This design comes from an exercise in tuning for small area, a short achievable clock period and few clock cycles per item on the open sky130 flow, not from production work. Function was checked by simulation only, so behaviour that the tests miss may differ from the original. Power is estimated from default activity; no workload was simulated.

**flow/design.v**
```verilog
`timescale 1ns / 1ps
package ucs_pkg;
  localparam int MAX_LEN_DEF = 4096;
  localparam int CH_W     = 8;
  localparam int OFS_W    = 13;
  localparam int PORT_W   = 16;
  localparam int ACC_W    = 17;
  localparam int DIGIT_W  = 3;
  localparam int NUM_COMP = 7;
  localparam logic [DIGIT_W-1:0] PORT_MAX_DIGITS = 3'd5;
  localparam logic [CH_W-1:0] CH_HASH  = 8'h23;
  localparam logic [CH_W-1:0] CH_QUEST = 8'h3F;
  localparam logic [CH_W-1:0] CH_SLASH = 8'h2F;
  localparam logic [CH_W-1:0] CH_COLON = 8'h3A;
  localparam logic [CH_W-1:0] CH_PLUS  = 8'h2B;
  localparam logic [CH_W-1:0] CH_MINUS = 8'h2D;
  localparam logic [CH_W-1:0] CH_DOT   = 8'h2E;
  localparam logic [CH_W-1:0] CH_ZERO  = 8'h30;
  localparam logic [CH_W-1:0] CH_NINE  = 8'h39;
  typedef enum logic [2:0] {
    COMP_SCHEME   = 3'd0,
    COMP_HOST     = 3'd1,
    COMP_PORT     = 3'd2,
    COMP_PATH     = 3'd3,
    COMP_QUERY    = 3'd4,
    COMP_FRAGMENT = 3'd5,
    COMP_CLOSE    = 3'd6
  } ucs_comp_t;
  typedef struct packed {
    logic [NUM_COMP-1:0] mask;
    logic [OFS_W-1:0]    scheme_len;
    logic [OFS_W-1:0]    host_start;
    logic [OFS_W-1:0]    host_len;
    logic [OFS_W-1:0]    port_start;
    logic [OFS_W-1:0]    port_len;
    logic [PORT_W-1:0]   port_value;
    logic [OFS_W-1:0]    path_start;
    logic [OFS_W-1:0]    path_len;
    logic [OFS_W-1:0]    query_start;
    logic [OFS_W-1:0]    query_len;
    logic [OFS_W-1:0]    frag_start;
    logic [OFS_W-1:0]    frag_len;
    logic [OFS_W-1:0]    total_len;
    logic                abs_flag;
    logic                frag_only_flag;
    logic                overflow;
  } ucs_snap_t;
  function automatic logic is_alpha(input logic [CH_W-1:0] c);
    is_alpha = ((c >= 8'h61 && c <= 8'h7A) || (c >= 8'h41 && c <= 8'h5A));
  endfunction
  function automatic logic is_digit(input logic [CH_W-1:0] c);
    is_digit = ((c >= CH_ZERO) && (c <= CH_NINE));
  endfunction
  function automatic logic is_scheme_char(input logic [CH_W-1:0] c);
    is_scheme_char = (is_alpha(c) || is_digit(c) || c == CH_PLUS || c == CH_MINUS || c == CH_DOT);
  endfunction
endpackage
`timescale 1ns / 1ps
module ucs_parser #(
  parameter int MAX_LEN = ucs_pkg::MAX_LEN_DEF
) (
  input  logic            clk,
  input  logic            rst,
  input  logic            take,
  input  logic [ucs_pkg::CH_W-1:0] ch,
  input  logic            end_of_uri,
  output ucs_pkg::ucs_snap_t       snap
);
  localparam int PW = $clog2(MAX_LEN + 1);
  localparam logic [PW-1:0] MAX_POS = PW'(MAX_LEN);
  typedef enum logic [2:0] {
    M_START, M_SCHEME, M_AT_P, M_SLASH1, M_AUTH, M_PATH, M_QUERY, M_FRAG
  } mode_t;
  mode_t                mode, mode_next;
  logic [PW-1:0]        position, position_next;
  logic [PW-1:0]        scheme_length, scheme_length_next;
  logic                 absolute, absolute_next;
  logic                 frag_only, frag_only_next;
  logic [PW-1:0]        part_start, part_start_next;
  logic [PW-1:0]        host_begin, host_begin_next;
  logic [PW-1:0]        last_colon, last_colon_next;
  logic                 colon_seen, colon_seen_next;
  logic [PW-1:0]        authority_end, authority_end_next;
  logic [PW-1:0]        path_begin, path_begin_next;
  logic [PW-1:0]        path_len, path_len_next;
  logic [PW-1:0]        query_begin, query_begin_next;
  logic [PW-1:0]        query_len, query_len_next;
  logic [PW-1:0]        frag_begin, frag_begin_next;
  logic                 has_host, has_host_next;
  logic                 has_path, has_path_next;
  logic                 has_query, has_query_next;
  logic                 has_frag, has_frag_next;
  logic [ucs_pkg::ACC_W-1:0]     port_accum, port_accum_next;
  logic [ucs_pkg::DIGIT_W-1:0]   port_digits, port_digits_next;
  logic                 port_bad, port_bad_next;
  logic                 overflow, overflow_next;
  logic          do_at_p, do_begin_path, do_path_char;
  logic [PW-1:0] bp_at, pos_p1;
  assign pos_p1 = position + PW'(1);
  always_comb begin
    mode_next          = mode;
    position_next      = position;
    scheme_length_next = scheme_length;
    absolute_next      = absolute;
    frag_only_next     = frag_only;
    part_start_next    = part_start;
    host_begin_next    = host_begin;
    last_colon_next    = last_colon;
    colon_seen_next    = colon_seen;
    authority_end_next = authority_end;
    path_begin_next    = path_begin;
    path_len_next      = path_len;
    query_begin_next   = query_begin;
    query_len_next     = query_len;
    frag_begin_next    = frag_begin;
    has_host_next      = has_host;
    has_path_next      = has_path;
    has_query_next     = has_query;
    has_frag_next      = has_frag;
    port_accum_next    = port_accum;
    port_digits_next   = port_digits;
    port_bad_next      = port_bad;
    overflow_next      = overflow;
    do_at_p            = 1'b0;
    do_begin_path      = 1'b0;
    do_path_char       = 1'b0;
    bp_at              = position;
    if (take && end_of_uri) begin
      mode_next          = M_START;
      position_next      = '0;
      scheme_length_next = '0;
      absolute_next      = 1'b0;
      frag_only_next     = 1'b0;
      part_start_next    = '0;
      host_begin_next    = '0;
      last_colon_next    = '0;
      colon_seen_next    = 1'b0;
      authority_end_next = '0;
      path_begin_next    = '0;
      path_len_next      = '0;
      query_begin_next   = '0;
      query_len_next     = '0;
      frag_begin_next    = '0;
      has_host_next      = 1'b0;
      has_path_next      = 1'b0;
      has_query_next     = 1'b0;
      has_frag_next      = 1'b0;
      port_accum_next    = '0;
      port_digits_next   = '0;
      port_bad_next      = 1'b0;
      overflow_next      = 1'b0;
    end else if (take && position >= MAX_POS) begin
      overflow_next = 1'b1;
    end else if (take) begin
      position_next = pos_p1;
      unique case (mode)
        M_START: begin
          if (ch == ucs_pkg::CH_HASH) begin
            frag_only_next  = 1'b1;
            frag_begin_next = PW'(1);
            has_frag_next   = 1'b1;
            mode_next       = M_FRAG;
          end else if (ucs_pkg::is_alpha(ch)) begin
            mode_next = M_SCHEME;
          end else begin
            do_at_p = 1'b1;
          end
        end
        M_SCHEME: begin
          if (ch == ucs_pkg::CH_COLON) begin
            absolute_next      = 1'b1;
            scheme_length_next = position;
            mode_next          = M_AT_P;
          end else if (!ucs_pkg::is_scheme_char(ch)) begin
            do_begin_path = 1'b1;
            bp_at         = '0;
            do_path_char  = 1'b1;
          end
        end
        M_AT_P: do_at_p = 1'b1;
        M_SLASH1: begin
          if (ch == ucs_pkg::CH_SLASH) begin
            host_begin_next = pos_p1;
            has_host_next   = 1'b1;
            mode_next       = M_AUTH;
          end else begin
            do_begin_path = 1'b1;
            bp_at         = part_start;
            do_path_char  = 1'b1;
          end
        end
        M_AUTH: begin
          if (ch == ucs_pkg::CH_SLASH || ch == ucs_pkg::CH_QUEST || ch == ucs_pkg::CH_HASH) begin
            authority_end_next = position;
            do_at_p            = 1'b1;
            do_begin_path      = (ch == ucs_pkg::CH_SLASH);
          end else if (ch == ucs_pkg::CH_COLON) begin
            colon_seen_next  = 1'b1;
            last_colon_next  = position;
            port_accum_next  = '0;
            port_digits_next = '0;
            port_bad_next    = 1'b0;
          end else if (colon_seen) begin
            if (!ucs_pkg::is_digit(ch) || port_digits >= ucs_pkg::PORT_MAX_DIGITS) begin
              port_bad_next = 1'b1;
            end else begin
              port_accum_next  = ucs_pkg::ACC_W'(port_accum * ucs_pkg::ACC_W'(10))
                                 + {{(ucs_pkg::ACC_W-4){1'b0}}, ch[3:0]};
              port_digits_next = port_digits + ucs_pkg::DIGIT_W'(1);
            end
          end
        end
        M_PATH: do_path_char = 1'b1;
        M_QUERY: begin
          if (ch == ucs_pkg::CH_HASH) begin
            query_len_next  = position - query_begin;
            frag_begin_next = pos_p1;
            has_frag_next   = 1'b1;
            mode_next       = M_FRAG;
          end
        end
        M_FRAG: ;
        default: ;
      endcase
      if (do_at_p) begin
        if (ch == ucs_pkg::CH_SLASH) begin
          part_start_next = position;
          mode_next       = M_SLASH1;
        end else if (ch == ucs_pkg::CH_QUEST) begin
          query_begin_next = pos_p1;
          has_query_next   = 1'b1;
          mode_next        = M_QUERY;
        end else if (ch == ucs_pkg::CH_HASH) begin
          frag_begin_next = pos_p1;
          has_frag_next   = 1'b1;
          mode_next       = M_FRAG;
        end else begin
          path_begin_next = position;
          has_path_next   = 1'b1;
          mode_next       = M_PATH;
        end
      end
      if (do_begin_path) begin
        path_begin_next = bp_at;
        has_path_next   = 1'b1;
        mode_next       = M_PATH;
      end
      if (do_path_char) begin
        if (ch == ucs_pkg::CH_QUEST) begin
          path_len_next    = position - path_begin_next;
          query_begin_next = pos_p1;
          has_query_next   = 1'b1;
          mode_next        = M_QUERY;
        end else if (ch == ucs_pkg::CH_HASH) begin
          path_len_next   = position - path_begin_next;
          frag_begin_next = pos_p1;
          has_frag_next   = 1'b1;
          mode_next       = M_FRAG;
        end
      end
    end
  end
  always_ff @(posedge clk) begin
    if (rst) begin
      mode          <= M_START;
      position      <= '0;
      scheme_length <= '0;
      absolute      <= 1'b0;
      frag_only     <= 1'b0;
      part_start    <= '0;
      host_begin    <= '0;
      last_colon    <= '0;
      colon_seen    <= 1'b0;
      authority_end <= '0;
      path_begin    <= '0;
      path_len      <= '0;
      query_begin   <= '0;
      query_len     <= '0;
      frag_begin    <= '0;
      has_host      <= 1'b0;
      has_path      <= 1'b0;
      has_query     <= 1'b0;
      has_frag      <= 1'b0;
      port_accum    <= '0;
      port_digits   <= '0;
      port_bad      <= 1'b0;
      overflow      <= 1'b0;
    end else begin
      mode          <= mode_next;
      position      <= position_next;
      scheme_length <= scheme_length_next;
      absolute      <= absolute_next;
      frag_only     <= frag_only_next;
      part_start    <= part_start_next;
      host_begin    <= host_begin_next;
      last_colon    <= last_colon_next;
      colon_seen    <= colon_seen_next;
      authority_end <= authority_end_next;
      path_begin    <= path_begin_next;
      path_len      <= path_len_next;
      query_begin   <= query_begin_next;
      query_len     <= query_len_next;
      frag_begin    <= frag_begin_next;
      has_host      <= has_host_next;
      has_path      <= has_path_next;
      has_query     <= has_query_next;
      has_frag      <= has_frag_next;
      port_accum    <= port_accum_next;
      port_digits   <= port_digits_next;
      port_bad      <= port_bad_next;
      overflow      <= overflow_next;
    end
  end
  logic [PW-1:0] auth_stop_f, host_end_f, path_begin_f, path_len_f, query_len_f;
  logic          has_path_f;
  always_comb begin
    auth_stop_f  = (mode == M_AUTH) ? position : authority_end;
    host_end_f   = colon_seen ? last_colon : auth_stop_f;
    path_begin_f = path_begin;
    path_len_f   = path_len;
    has_path_f   = has_path;
    case (mode)
      M_SCHEME: begin
        path_begin_f = '0;
        path_len_f   = position;
        has_path_f   = 1'b1;
      end
      M_SLASH1: begin
        path_begin_f = part_start;
        path_len_f   = position - part_start;
        has_path_f   = 1'b1;
      end
      M_PATH: path_len_f = position - path_begin;
      default: ;
    endcase
    query_len_f = (mode == M_QUERY) ? position - query_begin : query_len;
    snap.mask = {1'b1, has_frag, has_query, has_path_f, has_host & colon_seen,
                 has_host, absolute};
    snap.scheme_len  = ucs_pkg::OFS_W'(scheme_length);
    snap.host_start  = ucs_pkg::OFS_W'(host_begin);
    snap.host_len    = ucs_pkg::OFS_W'(host_end_f - host_begin);
    snap.port_start  = ucs_pkg::OFS_W'(last_colon + PW'(1));
    snap.port_len    = ucs_pkg::OFS_W'(auth_stop_f - last_colon - PW'(1));
    snap.port_value  = (!port_bad && port_digits != '0 && !port_accum[ucs_pkg::ACC_W-1])
                       ? port_accum[ucs_pkg::PORT_W-1:0] : '0;
    snap.path_start  = ucs_pkg::OFS_W'(path_begin_f);
    snap.path_len    = ucs_pkg::OFS_W'(path_len_f);
    snap.query_start = ucs_pkg::OFS_W'(query_begin);
    snap.query_len   = ucs_pkg::OFS_W'(query_len_f);
    snap.frag_start  = ucs_pkg::OFS_W'(frag_begin);
    snap.frag_len    = ucs_pkg::OFS_W'(position - frag_begin);
    snap.total_len   = ucs_pkg::OFS_W'(position);
    snap.abs_flag       = absolute;
    snap.frag_only_flag = frag_only;
    snap.overflow       = overflow;
  end
endmodule
`timescale 1ns / 1ps
module ucs_emit (
  input  logic       clk,
  input  logic       rst,
  input  logic       load,
  input  ucs_pkg::ucs_snap_t  snap_in,
  output logic       free,
  output logic              rec_valid,
  input  logic              rec_ready,
  output logic [2:0]        rec_component,
  output logic [ucs_pkg::OFS_W-1:0]  rec_start_offset,
  output logic [ucs_pkg::OFS_W-1:0]  rec_length,
  output logic [ucs_pkg::PORT_W-1:0] rec_port_value,
  output logic              rec_abs_flag,
  output logic              rec_frag_only_flag,
  output logic              rec_overflow,
  output logic              rec_last
);
  localparam logic [ucs_pkg::NUM_COMP-1:0] CLOSE_ONLY = ucs_pkg::NUM_COMP'(1) << ucs_pkg::COMP_CLOSE;
  ucs_pkg::ucs_snap_t           snap;
  logic [ucs_pkg::NUM_COMP-1:0] pending, pending_next;
  logic [ucs_pkg::NUM_COMP-1:0] sel;
  logic                out_valid;
  logic                advance;
  ucs_pkg::ucs_comp_t           sel_comp;
  always_comb begin
    sel      = '0;
    sel_comp = ucs_pkg::COMP_CLOSE;
    for (int i = ucs_pkg::NUM_COMP - 1; i >= 0; i--) begin
      if (pending[i]) begin
        sel      = ucs_pkg::NUM_COMP'(1) << i;
        sel_comp = ucs_pkg::ucs_comp_t'(3'(i));
      end
    end
  end
  assign advance = (pending != '0) && (!out_valid || rec_ready);
  assign free    = (pending == '0) || (pending == CLOSE_ONLY && advance);
  always_comb begin
    pending_next = advance ? (pending & ~sel) : pending;
    if (load) begin
      pending_next = snap_in.mask;
    end
  end
  always_ff @(posedge clk) begin
    if (rst) begin
      pending   <= '0;
      out_valid <= 1'b0;
    end else begin
      pending <= pending_next;
      if (advance) begin
        out_valid <= 1'b1;
      end else if (rec_ready) begin
        out_valid <= 1'b0;
      end
    end
  end
  always_ff @(posedge clk) begin
    if (load) begin
      snap <= snap_in;
    end
    if (advance) begin
      rec_component      <= sel_comp;
      rec_port_value     <= '0;
      rec_abs_flag       <= snap.abs_flag;
      rec_frag_only_flag <= snap.frag_only_flag;
      rec_overflow       <= snap.overflow;
      rec_last           <= 1'b0;
      case (sel_comp)
        ucs_pkg::COMP_SCHEME: begin
          rec_start_offset <= '0;
          rec_length       <= snap.scheme_len;
        end
        ucs_pkg::COMP_HOST: begin
          rec_start_offset <= snap.host_start;
          rec_length       <= snap.host_len;
        end
        ucs_pkg::COMP_PORT: begin
          rec_start_offset <= snap.port_start;
          rec_length       <= snap.port_len;
          rec_port_value   <= snap.port_value;
        end
        ucs_pkg::COMP_PATH: begin
          rec_start_offset <= snap.path_start;
          rec_length       <= snap.path_len;
        end
        ucs_pkg::COMP_QUERY: begin
          rec_start_offset <= snap.query_start;
          rec_length       <= snap.query_len;
        end
        ucs_pkg::COMP_FRAGMENT: begin
          rec_start_offset <= snap.frag_start;
          rec_length       <= snap.frag_len;
        end
        default: begin
          rec_start_offset <= '0;
          rec_length       <= snap.total_len;
          rec_last         <= 1'b1;
        end
      endcase
    end
  end
  assign rec_valid = out_valid;
endmodule
`timescale 1ns / 1ps
module uri_component_splitter_top #(
  parameter int MAX_LEN = ucs_pkg::MAX_LEN_DEF
) (
  input  logic              clk,
  input  logic              rst,
  input  logic              uri_valid,
  output logic              uri_ready,
  input  logic [ucs_pkg::CH_W-1:0]   uri_ch,
  input  logic              uri_end_of_uri,
  output logic              rec_valid,
  input  logic              rec_ready,
  output logic [2:0]        rec_component,
  output logic [ucs_pkg::OFS_W-1:0]  rec_start_offset,
  output logic [ucs_pkg::OFS_W-1:0]  rec_length,
  output logic [ucs_pkg::PORT_W-1:0] rec_port_value,
  output logic              rec_abs_flag,
  output logic              rec_frag_only_flag,
  output logic              rec_overflow,
  output logic              rec_last
);
  ucs_pkg::ucs_snap_t snap;
  logic      free;
  logic      take;
  assign uri_ready = free || !uri_end_of_uri;
  assign take      = uri_valid && uri_ready;
  ucs_parser #(
    .MAX_LEN (MAX_LEN)
  ) u_parser (
    .clk        (clk),
    .rst        (rst),
    .take       (take),
    .ch         (uri_ch),
    .end_of_uri (uri_end_of_uri),
    .snap       (snap)
  );
  ucs_emit u_emit (
    .clk     (clk),
    .rst     (rst),
    .load    (take && uri_end_of_uri),
    .snap_in (snap),
    .free    (free),
    .rec_valid          (rec_valid),
    .rec_ready          (rec_ready),
    .rec_component      (rec_component),
    .rec_start_offset   (rec_start_offset),
    .rec_length         (rec_length),
    .rec_port_value     (rec_port_value),
    .rec_abs_flag       (rec_abs_flag),
    .rec_frag_only_flag (rec_frag_only_flag),
    .rec_overflow       (rec_overflow),
    .rec_last           (rec_last)
  );
endmodule
```
**flow/run.sh**
```bash
#!/bin/bash
# synth_recipe.tcl (not shown) runs the flow's synth.tcl, then flattens the netlist and writes it again
# the make line also repeats each setting of config.mk as NAME=value (left out here)
make -C /OpenROAD-flow-scripts/flow DESIGN_CONFIG=/design/flow/config.mk WORK_HOME=/design/flow/orfs CLKGATE_MAP_FILE= SYNTH_SCRIPT=/design/flow/synth_recipe.tcl finish
```
**flow/config.mk**
```make
export PLATFORM = sky130hd
export DESIGN_NAME = uri_component_splitter_top
export DESIGN_NICKNAME = uri_component_splitter_top
export VERILOG_FILES = /design/flow/design.v
export SDC_FILE = /design/flow/constraint.sdc
export NUM_CORES = 4
export LEC_CHECK = 0
export CAP_MARGIN = 20
export CORE_MARGIN = 2
export CORE_UTILIZATION = 40
export SLEW_MARGIN = 20
```
**flow/constraint.sdc**
```tcl
create_clock -name core_clock -period 5.0 [get_ports {clk}]
set_input_delay 1.0000 -clock core_clock [delete_from_list [all_inputs] [get_ports {clk}]]
set_output_delay 1.0000 -clock core_clock [all_outputs]
set_load 0.01 [all_outputs]
```
==> results.txt <==
==> cell usage in the layout, fill, tap and decap left out, types with 17 or more instances in the layout <==
master,n
a211oi_1,32
a21oi_1,153
a22oi_1,60
a31oi_1,17
and2_1,30
and3_1,30
buf_4,74
clkbuf_16,45
clkdlybuf4s50_1,63
dfxtp_1,183
edfxtp_1,224
ha_1,104
inv_1,124
mux2i_1,71
nand2_1,204
nand3_1,35
nor2_1,260
nor2b_1,34
nor3_1,33
o21ai_0,107
xnor2_1,73
xor2_1,32
==> stage by stage <==
| step | cell area (um2) | std cells | hold slack (ns) | setup WS (ns) |
|---|---|---|---|---|
| 2_1_floorplan | 21200 | 2152 | 0.400 | 0.0343 |
| 3_3_place_gp | 22800 | 2861 | 0.411 | 0.00988 |
| 3_5_place_dp | 22800 | 2861 | 0.407 | -0.126 |
| 4_1_cts | 24200 | 2942 | 0.425 | 0.474 |
| 5_1_grt | 24200 | 2942 | 0.428 | 0.116 |
| 6_report | 24200 | 2942 | 0.426 | 0.436 |
==> state kept, by name (all words and copies together), names as in the netlist, 3 cells and up <==
signal                   count
u_emit.rec_start_offset     13
u_emit.snap                175
u_parser.port_digits         3
u_parser.position           13
u_parser.last_colon         13
u_parser.part_start         13
u_parser.mode                3
u_parser.query_begin        13
u_parser.frag_begin         13
u_parser.port_accum         17
u_parser.path_begin         13
u_parser.path_len           13
u_parser.authority_end      13
u_emit.pending               7
u_parser.scheme_length      13
u_parser.host_begin         13
u_parser.query_len          13
u_emit.rec_length           13
u_emit.rec_port_value       16
u_emit.rec_component         3
==> cells by family after synthesis <==
kind of cell / synth area share
adders and majority gates: 0.0690
DFF: 0.491
muxes: 0.0352
AOI/OAI and AO/OA: 0.161
buffers and inverters: 0.0474
xor gates and xnor gates: 0.0445
and+or+nand+nor: 0.152
==> area by class of cell <==
| class | count | share of cell area |
|---|---|---|
| clock buffers | 58 | 0.0502 |
| clock inverters | 23 | 0.00832 |
| inverters | 126 | 0.0197 |
| multi-input cells | 1500 | 0.406 |
| flip-flops and latches | 407 | 0.429 |
| well taps | 688 | 0.0355 |
| repair buffers | 140 | 0.0515 |
==> power by group <==
part	switching, mW	internal, mW	total, mW
Clock	1.40	1.83	3.23
Combinational	0.383	0.225	0.607
Sequential	0.0417	3.62	3.66
==> worst reg2reg max path, cell delays in order, from the launching register on <==
cell      delay [ns]
dfxtp_1         0.53
buf_4           0.40
nor2b_1         0.11
nand2_1         0.11
buf_4           0.25
mux2i_1         0.17
fa_1            0.46
a21o_1          0.18
a21oi_1         0.22
o21bai_1        0.12
a211oi_1        0.41
nor3_1          0.14
nor3_1          0.45
nor2_1          0.18
mux4_2          0.46
o211ai_1        0.16
==> worst min path at each step <==
stage,from,end,slack [ns],cells past startpoint
floorplan,u_parser.scheme_length[12],u_emit.snap[174],0.40,0
global placement,u_emit.snap[0],u_emit.rec_overflow,0.41,0
detailed placement,u_emit.snap[0],u_emit.rec_overflow,0.41,0
CTS,u_parser.scheme_length[12],u_emit.snap[174],0.42,0
global route,u_parser.scheme_length[12],u_emit.snap[174],0.43,0
finish,u_parser.scheme_length[12],u_emit.snap[174],0.43,0
==> layer usage <==
metal  GRT usage  part of all wire
met2       0.323              0.44
met4      0.0688             0.025
met1       0.320              0.47
met5           0                 0
met3      0.0275             0.068
==> results.txt <==
* First-pass GRT wire length at about 90 mm
* Post-route minimum period at 4.56 ns
* TritonCTS buffer count at 44
* Critical Path Source: uri_ch[3]
* Final HPWL DP at ~42 mm
* Worst-path fanout max at 7
* Starting DRT DRC Count at around 1,700
* Syn-to-layout area delta at 14.4%
* Wire per inst at slightly above 20 um
* Filler cells at approximately 4,800
* Crit path top cell by count: mux2i_1
* Initial Utilization at 0.404
* R2R depth at 15
* Fin util at 0.462
* Number of synthesized register bits at just over 400
* TritonCTS clock tree: done
* Antenna-violating nets left at 0
* Clock Tree Buf Depth at 3
* Vias in the first global route at 15,200
* CTS root buffer: clkbuf_16
* Power Total at 7.50 mW
* All-layer global routing usage at 0.215
* Final setup violating endpoints at 0
* Netlist cell types at approximately 90
* Slew @ Worst Pin at around 1.1 ns
* Final TNS setup at 0 ns
* Reg-to-reg slack, setup at roughly 0.44 ns
* CP endpoint kind: register
* Antenna cells at 0
* Yosys warns at 2
* PwrDens at just over 300 nW/um2
* Clock-pin slew on the worst setup and hold paths at approximately 0.06 ns
* Via count at about 17,000
* Max incr delay on CP at about 0.52 ns
* Hold Fails Final Rpt at 0
* Number of enable flip-flop cells after synthesis at roughly 220
* Post-synth top cells: nor2_1, edfxtp_1, nand2_1
* Crit-path cells: clkdlybuf4s50_1 > or3_4 > o311ai_4 > o311a_2 > mux2i_1 > o21ai_0 > ha_1 > fa_1 > inv_1 > a21oi_1 > o32ai_1 > o211ai_2 > a22oi_2 > nand4_1 > nand4b_1 > mux2i_1 > a211oi_1
* Antenna violations before repair at 0
* FF+latch area at 10,400 um2
* DR vias/cell at between 5 and 6
* Worst Setup EP: u_parser.path_len[12]
* H-tree Lvls at 2
* Leading post-synthesis cells by cell area: edfxtp_1, dfxtp_1, ha_1, nor2_1, a21oi_1
* DR pass1 iterations at 7
* Critical Path AT at a little under 5 ns
* GP Congestion at around 0.91
* I/O pins at 64
* Grt total ovfl at 0
* Commonest register cell after synthesis: edfxtp_1
* Syn nets at 2,277
* Crit. path cell count at 17
* CP top delay family: compound AO/OA/AOI/OAI gates
* Post-cts sizing count at 0
* Port bufs at between 60 and 70
* RSZ-0062 raised after global routing: false
* Skew-Pair Late Insertion Delay at ~0.58 ns
* Hold-fix buffers, CTS at 0
* Hold Crit Class: reg -> reg
* Post-Syn Instances at approximately 2,200
* Multi-input logic area at roughly 10000 um2
* Skew final at ~0.023 ns
* Ys async rst share at 0
* Slowest CP cell: clkdlybuf4s50_1
* Cell taking the most area after synthesis: edfxtp_1
* Tcrit/Tclk final at 0.913
* Peak supply drop at roughly 0.2 mV
* Worst path required time at ~5.4 ns
* Reg-to-reg endpoint: u_emit.snap[80]
* Slew Limit Fails at 0
* Crit path buf inv count at 2
* Share of layout cells above drive strength 1 at 0.0892
* Largest net degree at the start of global routing at 159
* Yosys top cell area share at 0.318
* Slew headroom at 0.261
* Die width at approximately 230 um
* Die ar. at approximately 55,000 um2
* Mapped Area at ~21,000 um2
* Sequential share of the synthesized area at 0.491
* Maxcap violations at 0
* Status: complete, no violations
* Leak at roughly 9 nW
* Detailed Route WL at 59.5 mm
* # nets final at 2,344
* Top-count cell post-synth: nor2_1
* Highest clock rate at roughly 220 MHz
* Detailed-route DRC error count at 0
* Startpoint types: primary input
* Core area at 52,400 um2
* Post-CTS Repair Setup Buffers at 0
* Crit path kind: in -> reg
* Chip height at ~230 um
* Mapped Avg Cell Area at approximately 9.8 um2
* Clock Sinks at 407
* RR Startpoint: u_parser.mode[1]
* Row count at 84
Testbench counts, summed over its fixed seeds: cycles 95,171, items 94,275.

[separate check: timing with driven ports]
In the flow no input, the clock included, has a driving cell. The finished layout below was timed again as built, in two steps.
Step 1 (the two cells are an assumption about what drives the block):
set clk [get_ports {clk}]
set_driving_cell -lib_cell sky130_fd_sc_hd__clkbuf_16 $clk
set_driving_cell -lib_cell sky130_fd_sc_hd__buf_2 [delete_from_list [all_inputs] $clk]
Step 2, shift: input delay + t, output delay - t, t = (earliest + latest rising clock arrival at the registers) / 2. This alone moves slack from input paths to output paths.
Slacks: ideal / step 1 / step 2; pairs: ideal / step 1.
t (ns): 0.629
setup WS [ns]: 0.436 / 0.444 / -0.155
worst setup path after step 2: input to register
clock arrival spread, ns: 0.023 / 0.023
Met with ideal ports but missed after step 2: setup timing in this run. The setup slack of this run moves by +0.008 ns with the drivers and by -0.591 ns with both steps.
